This is an optimization exercise on Yosys and OpenROAD, whose aim is small area, a short achievable clock period and few clock cycles, not a production implementation. Only simulation tests tie the RTL to the original design; equivalence was not proved. No activity file was given, so power comes from the tool's default toggle rates.

Setup of the baseline:
Design bf_top, start of the top module:
module bf_top (
	input logic clk,
	input logic clr,
	input logic wb_cyc,
	input logic wb_stb,
	input logic wb_we,
	input bf_pkg::wb_adr_t wb_adr,
	input bf_pkg::wb_dat_t wb_dat_w,
	output bf_pkg::wb_dat_t wb_dat_r,
	output logic wb_ack
);
	localparam logic [6:0] INF = 7'd127;
	localparam logic [3:0] WAIT_MAX = 4'd13;  
	function automatic logic [31:0] prefix_or(input logic [31:0] x);
		logic [31:0] p;
		p = x;
		for (int s = 1; s < 32; s = s * 2)
			p = p | (p << s);
		prefix_or = p;
	endfunction
	function automatic logic [4:0] first_set(input logic [31:0] x);
		logic [31:0] oh;
		oh = x & ~(prefix_or(x) << 1);
		for (int b = 0; b < 5; b++) begin
			first_set[b] = 1'b0;
			for (int i = 0; i < 32; i++)
				if (((i >> b) & 1) == 1) first_set[b] = first_set[b] | oh[i];
		end
	endfunction
	function automatic logic [4:0] next_set(input logic [31:0] x, input logic [31:0] gt);
		logic [31:0] hi;
		hi = x & gt;
		next_set = (|hi) ? first_set(hi) : first_set(x);
	endfunction
	bf_pkg::edge_word_t edge_mem [bf_pkg::EDGE_DEPTH];
	bf_pkg::dist_t dist_mem [bf_pkg::NODE_COUNT];
	bf_pkg::node_t pred_mem [bf_pkg::NODE_COUNT];
	logic busy;
	logic init;  
	logic ph;  
	logic run_done;
	logic path_ready;
	logic walking;
	logic erd;  
	bf_pkg::node_t ra;
	logic [3:0] wcnt;
	bf_pkg::node_t source;
	bf_pkg::node_t dest;
	bf_pkg::plen_t path_len;
	logic ewq;
	bf_pkg::node_t ewa;
	bf_pkg::edge_word_t ewd;
	logic [31:0] dirty;
	bf_pkg::node_t cur;
	bf_pkg::weight_t e_w;
	bf_pkg::node_t e_u;  
	bf_pkg::node_t e_v;
	bf_pkg::node_t pe0q, pe1q;  
	bf_pkg::dist_t duq;
	logic wbe;
	bf_pkg::node_t wbv, wbu;
	bf_pkg::dist_t wbd;
	bf_pkg::dist_t dvq;
	logic [5:0] pi;  
	bf_pkg::node_t cp8, cp16, cp24;
	logic pend;
	logic a_edge, a_path, a_src, a_dst, a_stat;
	assign pend = wb_cyc && wb_stb && !wb_ack;
  ...
Size in the first run: ~6000 cells after synthesis, roughly 1000 flip-flops.
make LEC_CHECK=0 ABC_AREA=1 CAP_MARGIN=20 CORE_MARGIN=2 CORE_UTILIZATION=40 SETUP_SLACK_MARGIN=2 SLEW_MARGIN=20 finish   # period 6.0 ns
run.sh (not shown) runs the stock make flow with config.mk's settings and CLKGATE_MAP_FILE= SYNTH_SCRIPT=/design/flow/synth_recipe.tcl, a recipe that flattens the netlist after the stock synthesis.
Testbench counts of the baseline, summed over its fixed seeds: cycles 8,804.
> inputs changed (the baseline -> the candidate)
-- flow/design.v --
<<< the baseline, line 88
	bf_pkg::node_t e_v;
	bf_pkg::node_t pe0q, pe1q;  
	bf_pkg::dist_t duq;
	logic wbe;
	bf_pkg::node_t wbv, wbu;
	bf_pkg::dist_t wbd;
	bf_pkg::dist_t dvq;
	logic [5:0] pi;  
>>> the candidate, line 88
	bf_pkg::node_t e_v;
	bf_pkg::node_t pe0q, pe1q;  
	logic [7:0] sumq;
	bf_pkg::dist_t dvq;
	logic [5:0] pi;  
<<< the baseline, line 122
	bf_pkg::dist_t du, dv;
	logic r_go, s_go, upd;
	logic [7:0] sum;
	logic [31:0] gt, d0, d1;
	bf_pkg::node_t esel;
	bf_pkg::edge_word_t ew;
	logic z0, z1;
	assign du = (wbe && wbv == e_u) ? wbd : dist_mem[e_u];
	assign dv = (wbe && wbv == e_v) ? wbd : dist_mem[e_v];
	assign r_go = busy && !init && ph;
	assign s_go = busy && !init && !ph && !erd;
	assign sum = {1'b0, duq} + {4'b0000, e_w};
	assign upd = s_go && (sum < {1'b0, dvq});
	always_comb begin
		for (int k = 0; k < 32; k++)
>>> the candidate, line 119
	bf_pkg::dist_t du, dv;
	logic r_go, s_go, upd;
	logic [31:0] gt, d0, d1;
	bf_pkg::node_t esel;
	bf_pkg::edge_word_t ew;
	logic z0, z1;
	assign du = dist_mem[e_u];
	assign dv = dist_mem[e_v];
	assign r_go = busy && !init && ph;
	assign s_go = busy && !init && !ph && !erd;
	assign upd = s_go && (sumq < {1'b0, dvq});
	always_comb begin
		for (int k = 0; k < 32; k++)
<<< the baseline, line 141
	assign z0 = d0 == '0;
	assign z1 = d1 == '0;
	bf_pkg::node_t sel0;
	logic [31:0] oh0, oh1, ohs;
	assign sel0 = erd ? ra : pe0q;
	assign oh0 = 32'd1 << sel0;
	assign oh1 = 32'd1 << pe1q;
	assign ohs = upd ? oh1 : oh0;
	assign esel = upd ? pe1q : pe0q;
	always_comb begin
		ew = '0;
		for (int k = 0; k < 32; k++)
			ew = ew | (edge_mem[k] & {14{ohs[k]}});
	end
	bf_pkg::node_t n1;
	logic stop, wfin;
>>> the candidate, line 136
	assign z0 = d0 == '0;
	assign z1 = d1 == '0;
	assign esel = upd ? pe1q : (erd ? ra : pe0q);
	assign ew = edge_mem[esel];
	bf_pkg::node_t n1;
	logic stop, wfin;
<<< the baseline, line 205
			busy <= 1'b0;
			init <= 1'b0;
			wbe <= 1'b0;
			ph <= 1'b0;
			run_done <= 1'b0;
>>> the candidate, line 190
			busy <= 1'b0;
			init <= 1'b0;
			ph <= 1'b0;
			run_done <= 1'b0;
<<< the baseline, line 218
			ewq <= ewr;
			init <= src_go;
			wbe <= upd;
			if (src_go) begin
				busy <= 1'b1;
>>> the candidate, line 202
			ewq <= ewr;
			init <= src_go;
			if (src_go) begin
				busy <= 1'b1;
<<< the baseline, line 273
		if (init) begin
			pe0q <= first_set(match);
			duq <= INF;
		end else if (r_go) begin
			pe0q <= next_set(d0, gt);
			pe1q <= next_set(d1, gt);
			duq <= du;
			dvq <= dv;
		end
>>> the candidate, line 256
		if (init) begin
			pe0q <= first_set(match);
			sumq <= 8'hff;
		end else if (r_go) begin
			pe0q <= next_set(d0, gt);
			pe1q <= next_set(d1, gt);
			sumq <= {1'b0, du} + {4'b0000, e_w};
			dvq <= dv;
		end
<<< the baseline, line 283
			dirty <= match;
		end else if (s_go) begin
			dirty <= (upd ? d1 : d0) & ~ohs;
			cur <= esel;
		end
>>> the candidate, line 266
			dirty <= match;
		end else if (s_go) begin
			dirty <= (upd ? d1 : d0) & ~(32'd1 << esel);
			cur <= esel;
		end
<<< the baseline, line 298
			if (init)
				dist_mem[i] <= (5'(i) == source) ? 7'd0 : INF;
			else if (wbe && wbv == 5'(i)) begin
				dist_mem[i] <= wbd;
				pred_mem[i] <= wbu;
			end
		end
		if (dst_go)
			dest <= wb_dat_w[4:0];
		if (upd) begin
			wbv <= e_v;
			wbu <= e_u;
			wbd <= sum[6:0];
		end
		if (walking) begin
			if (pi == 6'd8) cp8 <= e_u;
>>> the candidate, line 281
			if (init)
				dist_mem[i] <= (5'(i) == source) ? 7'd0 : INF;
			else if (upd && e_v == 5'(i)) begin
				dist_mem[i] <= sumq[6:0];
				pred_mem[i] <= e_u;
			end
		end
		if (dst_go)
			dest <= wb_dat_w[4:0];
		if (walking) begin
			if (pi == 6'd8) cp8 <= e_u;
Findings:
Comparing the candidate and the baseline, the lower minimum clock period after layout is on the candidate. Per the comparison of the candidate with the baseline, via count normalized by instance count now smaller, data required time of the critical path now larger, clock share of power now smaller, worst setup margin now larger. Going from the baseline to the candidate, actual slew at the worst max-slew pin now smaller; largest driver fanout on the critical path now larger; flip-flop and latch count now smaller. Summary: with the baseline as the reference, total number of multi-input combinational cells in the candidate moved up slightly. Cmp the candidate vs the baseline: global-route wire length before repair lower in the candidate. Routed wire in the candidate totals less than in the baseline. Comparing the candidate and the baseline, combinational gate power is higher on the candidate. The candidate vs the baseline — period utilization dropped 5.7 points. Across both runs, overall via count from detail_route was lower for the candidate than for the baseline.
Testbench counts of the candidate, summed over its fixed seeds: cycles 8,804.

[separate check: timing with driven ports]
Ports are ideal in the flow. The routed layouts listed here were re-timed in OpenROAD. Step 1 (the two cells are an assumption about what drives the block):
set clk [get_ports {clk}]
set_driving_cell -lib_cell sky130_fd_sc_hd__clkbuf_16 $clk
set_driving_cell -lib_cell sky130_fd_sc_hd__buf_2 [delete_from_list [all_inputs] $clk]
Step 2, shift: input delay + t, output delay - t, t = (earliest + latest rising clock arrival at the registers) / 2. This alone moves slack from input paths to output paths. Slacks: ideal / step 1 / step 2; pairs: ideal / step 1.
run | t, ns | setup slack, ns | worst setup path at the end | worst register clock-pin slew, ns | pins driven straight from the clock port
the baseline | 0.825 | 1.703 / 1.703 / 1.703 | register to register | 0.07 / 0.07 | 1
the candidate | 0.828 | 2.042 / 2.042 / 1.602 | input to register | 0.08 / 0.08 | 1
After both steps every run listed still meets setup and hold. The setup slack of the candidate, which loses most, moves by 0.000 ns with the drivers and by -0.440 ns with both steps.
